Background: an optimization exercise with open tools, aiming at small area, a short achievable clock period and few clock cycles per item. Do not read the settings as production practice. No functional check of the RTL was part of any run shown here. Power figures rest on the tool's default switching activity, not on a simulated workload.

## flow/design.v (module list and top-level ports; edited modules follow where they fit)
// module conv3x3_stream_engine: 2075 lines
// module csa_fa: 10 lines
module conv3x3_stream_engine #(
    parameter int BIT_DEPTH = 8,
    parameter int IMG_W     = 28,
    parameter int IMG_H     = 28,
    parameter int ACC_W     = 20,
    parameter int ADDR_W    = 10
) (
    input  logic                 clk,
    input  logic                 rst,
    input  logic                 kernel_wr_en,
    input  logic [3:0]           kernel_wr_addr,
    input  logic [BIT_DEPTH-1:0] kernel_wr_data,
    input  logic                 start,
    input  logic [1:0]           stride,
    input  logic                 relu_en,
    input  logic [4:0]           shift_amt,
    input  logic                 pix_valid,
    input  logic [BIT_DEPTH-1:0] pix_data,
    output logic                 pix_ready,
    output logic                 out_valid,
    output logic [BIT_DEPTH-1:0] out_data,
    output logic [ADDR_W-1:0]    out_addr,
    input  logic                 out_ready,
    output logic                 busy,
    output logic                 done
);
  // ...
==> flow/run.sh <==
#!/bin/bash
# synth_recipe.tcl (not shown) runs the flow's synth.tcl, then flattens the netlist and writes it again
# the make line also repeats each setting of config.mk as NAME=value (left out here)
make -C /OpenROAD-flow-scripts/flow DESIGN_CONFIG=/design/flow/config.mk WORK_HOME=/design/flow/orfs CLKGATE_MAP_FILE= SYNTH_SCRIPT=/design/flow/synth_recipe.tcl finish
==> flow/config.mk <==
export PLATFORM = sky130hd
export DESIGN_NAME = conv3x3_stream_engine
export DESIGN_NICKNAME = conv3x3_stream_engine
export VERILOG_FILES = /design/flow/design.v
export SDC_FILE = /design/flow/constraint.sdc
export NUM_CORES = 4
export LEC_CHECK = 0
export CAP_MARGIN = 20
export CORE_MARGIN = 2
export CORE_UTILIZATION = 40
export SLEW_MARGIN = 20
export SYNTH_HIERARCHICAL = 1
==> flow/constraint.sdc <==
create_clock -name core_clock -period 13.0 [get_ports {clk}]
set_input_delay 2.6000 -clock core_clock [delete_from_list [all_inputs] [get_ports {clk}]]
set_output_delay 2.6000 -clock core_clock [all_outputs]
set_load 0.01 [all_outputs]
==> results.yml, run 1 <==
run_status:
  status: "complete, no violations"
final_layout:
  buffers: 70
  reg.largest.list: "lbc: 456 flops, rp: 114 flops, kr: 72 flops"
  nMultiInputCombCells: 1765
  seq_share_pct: 47.3
timing:
  hold_viol: 0
  slew_headroom_pct: 19.0
global_routing:
  grt_antenna_before_repair: 3
  use_met3_pct: 5.23
  grt_pass1_vias: 23600
setup_path:
  end_kind: "flop"
  critical_path.max_fanout: 12
  startpoint: "rst"
  cp.buffers_inverters: 2
  regToRegEndpoint: "q[1][1]"
clock_network:
  cts-resized-gates: 0
yosys:
  synthSimpleGateAreaFrac_pct: 10.2
  synth_fa_ha_area_share_pct: 29.1
  synth_common_cells: "edfxtp_1, fa_1, nand2_1, dfxtp_1, and2_1"
  synth_cells: 2780
  async_flop_share_pct: 0
  yosysSeqAreaShare_pct: 52.7
  syn_avg_cell_area_um2: 14.3
worst_hold_path:
  holdPathStages: 0
  min_path_type: "flop to flop"
floorplanning:
  pin_count: 56
  chipHeight_um: 319
  start_util_pct: 40.4
routing:
  wl_met3_mm: 9.10
==> run 2, diff against run 1 <==
--- a/flow/config.mk
+++ b/flow/config.mk
@@ -5,8 +5,9 @@
 export SDC_FILE = /design/flow/constraint.sdc
 export NUM_CORES = 4
 export LEC_CHECK = 0
-export CAP_MARGIN = 20
+export ABC_CLOCK_PERIOD_IN_PS = 3500
+export CAP_MARGIN = 50
 export CORE_MARGIN = 2
 export CORE_UTILIZATION = 40
-export SLEW_MARGIN = 20
+export SLEW_MARGIN = 70
 export SYNTH_HIERARCHICAL = 1
==> results.yml, run 2 <==
routing:
  drt-vias-per-instance: 5.29
  met1_length_mm: 44.1
  totalWireLength_mm: 103
  wl_met3_mm: 8.97
  avgRoutedWirePerCell_um: 23.8
  drt-initial-drc-count: 2416
  dr_total_vias: 22900
  route.detailed.drc: 0
  firstDrtPassIters: 5
  ant_nets: 0
  met2WireLength_mm: 46.1
  routed.top_layer: "met4"
clock_network:
  cts-resized-gates: 0
  htreeDepth: 3
  clk_latency_ns: 0.65
  clock_sinks: 760
  cts_tree: "done"
  cts_inserted_buffers: 81
  cts_root_buf: "clkbuf_16"
  ctsHoldBuffers: 0
  cts.clk_slew.worst_paths_ns: 0.06
  cts_buffer_depth: 3
  cts_setup_buffers: 0
final_layout:
  nNetsFinal: 3605
  final_cell_area_um2: 45700
  largest_register_ffs: 456
  drive_above_1_share_pct: 13.6
  final_common_cell: "edfxtp_1"
  final_cell_mix: "edfxtp_1, fa_1, nand2_1, dfxtp_1, and2_1"
  antenna_cells: 0
  syn_to_final_growth_pct: 15.0
  reg.largest.list: "lbc: 456 flops, rp: 114 flops, kr: 72 flops"
  top_register: "lbc"
floorplanning:
  chipHeight_um: 319
  dieArea_um2: 102000
  rows: 115
  coreArea_um2: 98400
  pin_count: 56
  start_util_pct: 40.4
  die_w_um: 319
yosys:
  async_flop_share_pct: 0
  synth-seq-cells: 760
  synth_cells: 2780
  ys_warn_count: 8
  synth_edf_count: 575
  yosysSeqAreaShare_pct: 52.7
  yosysMostFrequentCell: "edfxtp_1"
  syn_avg_cell_area_um2: 14.3
  synth_cell_types: 71
  syn_nets: 3416
  synth_ff_type: "edfxtp_1"
  synth_common_cells: "edfxtp_1, fa_1, nand2_1, dfxtp_1, and2_1"
  synth_area_leader_cell: "edfxtp_1"
  synth_top_area_share_pct: 43.4
  synth_area_um2: 39800
  synthTopCellsByArea: "edfxtp_1, fa_1, dfxtp_1"
setup_path:
  required_ns: 13.31
  arrival_ns: 4.94
  ff2ff_path_depth: 14
  startpoint: "rst"
  r2r-start: "rc[0]"
  path_class: "primary input to flop"
  rrSetupSlack_ns: 8.55
  critical_path.max_fanout: 12
  crit_path_end: "kr[4][2]"
  start_kind: "primary input"
  regToRegEndpoint: "q[1][1]"
  end_kind: "flop"
place:
  routabilityCongestion: 0.946
  placed_cell_area_um2: 42800
  port_buffers: 55
  hpwlAfterDp_mm: 80.7
  pre_cts_ws_ns: 7.69
power_and_ir_drop:
  max-vdd-ir-drop_mv: 0.162
  powerDensity_nw_per_um2: 221
  p_leak_nw: 15.9
timing:
  tns_ns: 0
  setup_slack_ns: 8.37
  post-route-period-util_pct: 35.6
  setup_viol: 0
  finalClockSkew_ns: 0.0254
  hold_viol: 0
  rsz0062_at_grt: "no"
  fin_crit_ns: 4.63
  slew_headroom_pct: 68.6
  fmax_mhz: 216
  slew_viol_final: 0
  worst_slew_pin_slew_ns: 0.470
global_routing:
  track_usage_pct: 20.4
  grt_antenna_before_repair: 3
  gr-total-overflow: 0
  grt_pass1_wl_mm: 155
  grt_pass1_vias: 24600
  grt_max_degree: 54
worst_hold_path:
  hp-start: "lbc[271]"
  min_path_type: "flop to flop"
run_status:
  status: "complete, no violations"
run:
  maxCapViolations: 0
-- run 2: cell count changes in the layout (fill, tap and decap cells not counted), moves of 6 or more --
cell and delta:
buf_2 +126, buf_4 +43, o21ai_0 -9, clkdlybuf4s50_1 -8, buf_12 +6, clkbuf_8 +6
o21ai_2 +6
-- run 2: area by class of cell --
type                            instances  area [µm²]
Clock buffer                          110        2270
Tap cell                             1287        1610
Inverter                              114         432
Sequential cell                       760       21000
Fill cell                            8612       52700
Multi-Input combinational cell       1765       18100
Timing Repair Buffer                  247        1850
Clock inverter                         39         505
-- run 2: logic make-up (layout without fill, tap and decap cells) --
logic type	after synthesis	after routing	share of synthesized area, %
multiplexers	49	49	1.50
adder cells (fa/ha/maj)	602	602	29.1
AO/OA/AOI/OAI	191	191	3.38
XOR/XNOR	30	30	0.660
flip-flops	760	760	52.7
buffers and inverters	255	510	2.42
AND/OR/NAND/NOR	893	893	10.2
-- run 2: worst min path at each step --
stage                     endpoint  slack, ns  cells past startpoint
after floorplan           lbc[100]       0.40                      0
after global placement    lbc[311]       0.40                      0
after detailed placement  lbc[135]       0.40                      0
after CTS                 lbc[188]       0.41                      0
after global routing      lbc[147]       0.41                      0
final                     lbc[279]       0.41                      0
-- run 2: routing by layer --
layer  GRT usage (%)  vias to the layer above
li1                -                     9694
met1            27.9                    11800
met2            31.4                     1076
met3            5.43                      272
met4            7.41                        0
met5               0                        -
-- run 2: metrics by stage --
| step | hold slack, ns | util (%) | std cells | power [W] |
|---|---|---|---|---|
| after floorplan | 0.400 | - | 2780 | 0.00636 |
| after global placement | 0.401 | 42.2 | 3994 | 0.00770 |
| after detailed placement | 0.405 | 43.5 | 4166 | 0.00787 |
| after CTS | 0.413 | 46.3 | 4315 | 0.0102 |
| after global routing | 0.414 | 46.5 | 4322 | 0.0109 |
| final | 0.412 | 46.5 | 4322 | 0.0101 |
-- run 2: worst max-delay path: stages --
cell and delay [ns]:
clkdlybuf4s50_1 0.46, buf_4 0.33, nand3b_1 0.14, buf_4 0.20
buf_6 0.15, nor2_1 0.10, nand2_1 0.26, nor3_4 0.32
nand2b_1 0.36
-- run 2: where the power goes --
| group | switching, W | internal [W] | leakage, nW | total [W] |
|---|---|---|---|---|
| clock network | 0.000946 | 0.00140 | 1.34 | 0.00234 |
| logic | 0.00261 | 0.00204 | 7.83 | 0.00465 |
| registers | 0.000117 | 0.00301 | 6.71 | 0.00312 |
-- run 2: Yosys stat by module, one instance, submodules excluded --
module                 flops+latches  cells inside  area (µm²)  copies in the design
conv3x3_stream_engine            760          2241       29000                     1
csa_fa                             0             1        20.0                   539
==> run 3, diff against run 2 <==
--- a/flow/config.mk
+++ b/flow/config.mk
@@ -5,7 +5,6 @@
 export SDC_FILE = /design/flow/constraint.sdc
 export NUM_CORES = 4
 export LEC_CHECK = 0
-export ABC_CLOCK_PERIOD_IN_PS = 3500
 export CAP_MARGIN = 50
 export CORE_MARGIN = 2
 export CORE_UTILIZATION = 40
==> results.yml, run 3 <==
run_status:
  status: "complete, no violations"
worst_hold_path:
  min_path_type: "flop to flop"
floorplanning:
  dieArea_um2: 102000
  coreArea_um2: 98400
  start_util_pct: 40.4
  die_w_um: 319
  rows: 115
  pin_count: 56
  chipHeight_um: 319
routing:
  drt-initial-drc-count: 2416
  totalWireLength_mm: 103
  ant_nets: 0
  dr_total_vias: 22900
  drt-vias-per-instance: 5.29
  route.detailed.drc: 0
  firstDrtPassIters: 5
  avgRoutedWirePerCell_um: 23.8
clock_network:
  cts_setup_buffers: 0
  clk_latency_ns: 0.65
  cts-resized-gates: 0
  clock_sinks: 760
  cts_tree: "done"
  cts_root_buf: "clkbuf_16"
  cts.clk_slew.worst_paths_ns: 0.06
  ctsHoldBuffers: 0
  htreeDepth: 3
  cts_buffer_depth: 3
  cts_inserted_buffers: 81
setup_path:
  cp.buffers_inverters: 4
  cp_cell_sequence: "clkdlybuf4s50_1 > buf_4 > nand3b_1 > buf_4 > buf_6 > nor2_1 > nand2_1 > nor3_4 > nand2b_1"
  end_kind: "flop"
  timing.critical_path.slowest_cell_delay_ns: 0.46
  arrival_ns: 4.94
  critical_path.max_fanout: 12
  start_kind: "primary input"
  required_ns: 13.31
  path_class: "primary input to flop"
  cp_top_family: "simple AND/OR/NAND/NOR gates"
  crit_path_top_delay_cell: "clkdlybuf4s50_1"
  critPathMostFrequentCell: "buf_4"
place:
  routabilityCongestion: 0.946
  post-place-cells: 4166
  hpwlAfterDp_mm: 80.7
  pre_cts_ws_ns: 7.69
  port_buffers: 55
final_layout:
  top_register: "lbc"
  largest_register_ffs: 456
  antenna_cells: 0
  reg.largest.list: "lbc: 456 flops, rp: 114 flops, kr: 72 flops"
  final_cell_mix: "edfxtp_1, fa_1, nand2_1, dfxtp_1, and2_1"
  drive_above_1_share_pct: 13.6
  syn_to_final_growth_pct: 15.0
  final_common_cell: "edfxtp_1"
  final_cells: 4322
  finish.utilization_pct: 46.5
  nNetsFinal: 3605
timing:
  slew_headroom_pct: 68.6
  finalClockSkew_ns: 0.0254
  slew_viol_final: 0
  worst_slew_pin_slew_ns: 0.470
  rsz0062_at_grt: "no"
  fmax_mhz: 216
  post-route-period-util_pct: 35.6
  tns_ns: 0
  fin_crit_ns: 4.63
  setup_viol: 0
  hold_viol: 0
  setup_slack_ns: 8.37
yosys:
  synthTopCellsByArea: "edfxtp_1, fa_1, dfxtp_1"
  ys_warn_count: 8
  synth_fa_ha_area_share_pct: 29.1
  synth-seq-cells: 760
  synth_ff_type: "edfxtp_1"
  synth_cells: 2780
  synth_area_leader_cell: "edfxtp_1"
  synth_top_area_share_pct: 43.4
  synthSimpleGateAreaFrac_pct: 10.2
  synth-xor-area-share_pct: 0.660
  synth_top_family_by_area: "adder cells"
  yosysSeqAreaShare_pct: 52.7
  synth_common_cells: "edfxtp_1, fa_1, nand2_1, dfxtp_1, and2_1"
  async_flop_share_pct: 0
  synth-compound-area-share_pct: 3.38
  yosysMostFrequentCell: "edfxtp_1"
  syn_avg_cell_area_um2: 14.3
  synth_cell_types: 71
  synth_edf_count: 575
  synth_area_um2: 39800
  synth.mux.area_fraction_pct: 1.50
  syn_nets: 3416
global_routing:
  grt_pass1_vias: 24600
  track_usage_pct: 20.4
  gr-total-overflow: 0
  grt_antenna_before_repair: 3
  grt_pass1_wl_mm: 155
  grt_max_degree: 54
power_and_ir_drop:
  p_leak_nw: 15.9
  max-vdd-ir-drop_mv: 0.162
  powerDensity_nw_per_um2: 221
run:
  maxCapViolations: 0
run 3: cell counts after synthesis:
No cell type changed its count.
run 3: cell families after synthesis:
logic type,Yosys count
and+or+nand+nor,893
DFF,760
adders and majority gates,602
buffers and inverters,255
AOI/OAI and AO/OA,191
muxes,49
xor gates and xnor gates,30
run 3: through the flow:
stage	hold slack, ns	area (µm²)	total power, W
after floorplan	0.400	39800	0.00636
after global placement	0.401	41500	0.00770
after detailed placement	0.405	42800	0.00787
after CTS	0.413	45600	0.0102
after global routing	0.414	45700	0.0109
final	0.412	45700	0.0101
run 3: worst paths after layout:
path / from / to / slack, ns / cells past startpoint
worst max-delay path: rst / kr[4][2] / 8.37 / 9
worst min-delay path: lbc[271] / lbc[279] / 0.41 / 0
worst max register to register: rc[0] / q[1][1] / 8.55 / 14
worst min register to register: lbc[271] / lbc[279] / 0.41 / 0
run 3: layout make-up:
class / instances / area (µm²)
fill: 8612 / 52700
sequential: 760 / 21000
multi-input combinational: 1765 / 18100
clock buffer: 110 / 2270
timing repair buffer: 247 / 1850
tap: 1287 / 1610
clock inverter: 39 / 505
inverter: 114 / 432
run 3: per-module statistics from Yosys, one instance, submodules excluded:
module,copies in the design,cells inside,area [µm²],flip-flops and latches
conv3x3_stream_engine,1,2241,29000,760
csa_fa,539,1,20.0,0
run 3: per-layer routing:
metal	share of wire [%]	routed length (µm)	track usage, %
met5	0	0	0
met4	3.5	3550	7.41
met3	8.7	8970	5.43
met2	45	46100	31.4
met1	43	44100	27.9
run 3: report_power, final:
group / total, W / switching [W] / internal [W]
logic: 0.00465 / 0.00261 / 0.00204
clock network: 0.00234 / 0.000946 / 0.00140
registers: 0.00312 / 0.000117 / 0.00301
total: 0.0101 / 0.00367 / 0.00645

-- what the ideal ports hide --
How much do the figures lean on ideal ports? The routed layouts below were timed once more, with nothing changed but the port constraints.
Step 1: set_driving_cell puts a clkbuf_16 on clk and a buf_2 on each other input, an assumption about the parent block.
Step 2 times the ports against the registers' clock, not the clock port: input delays grow and output delays shrink by t, the midpoint of the rising clock arrivals with the driver on.
a / b / c = ideal ports / drivers / drivers and shift; a / b = the first two.
run | t (ns) | setup WS [ns] | hold slack, ns
run 1 | 0.700 | 7.817 / 7.858 / 7.158 | 0.411 / 0.411 / 0.411
run 2 | 0.712 | 8.370 / 8.418 / 7.706 | 0.412 / 0.412 / 0.412
run 3 | 0.712 | 8.370 / 8.418 / 7.706 | 0.412 / 0.412 / 0.412
After both steps every run listed still meets setup and hold.
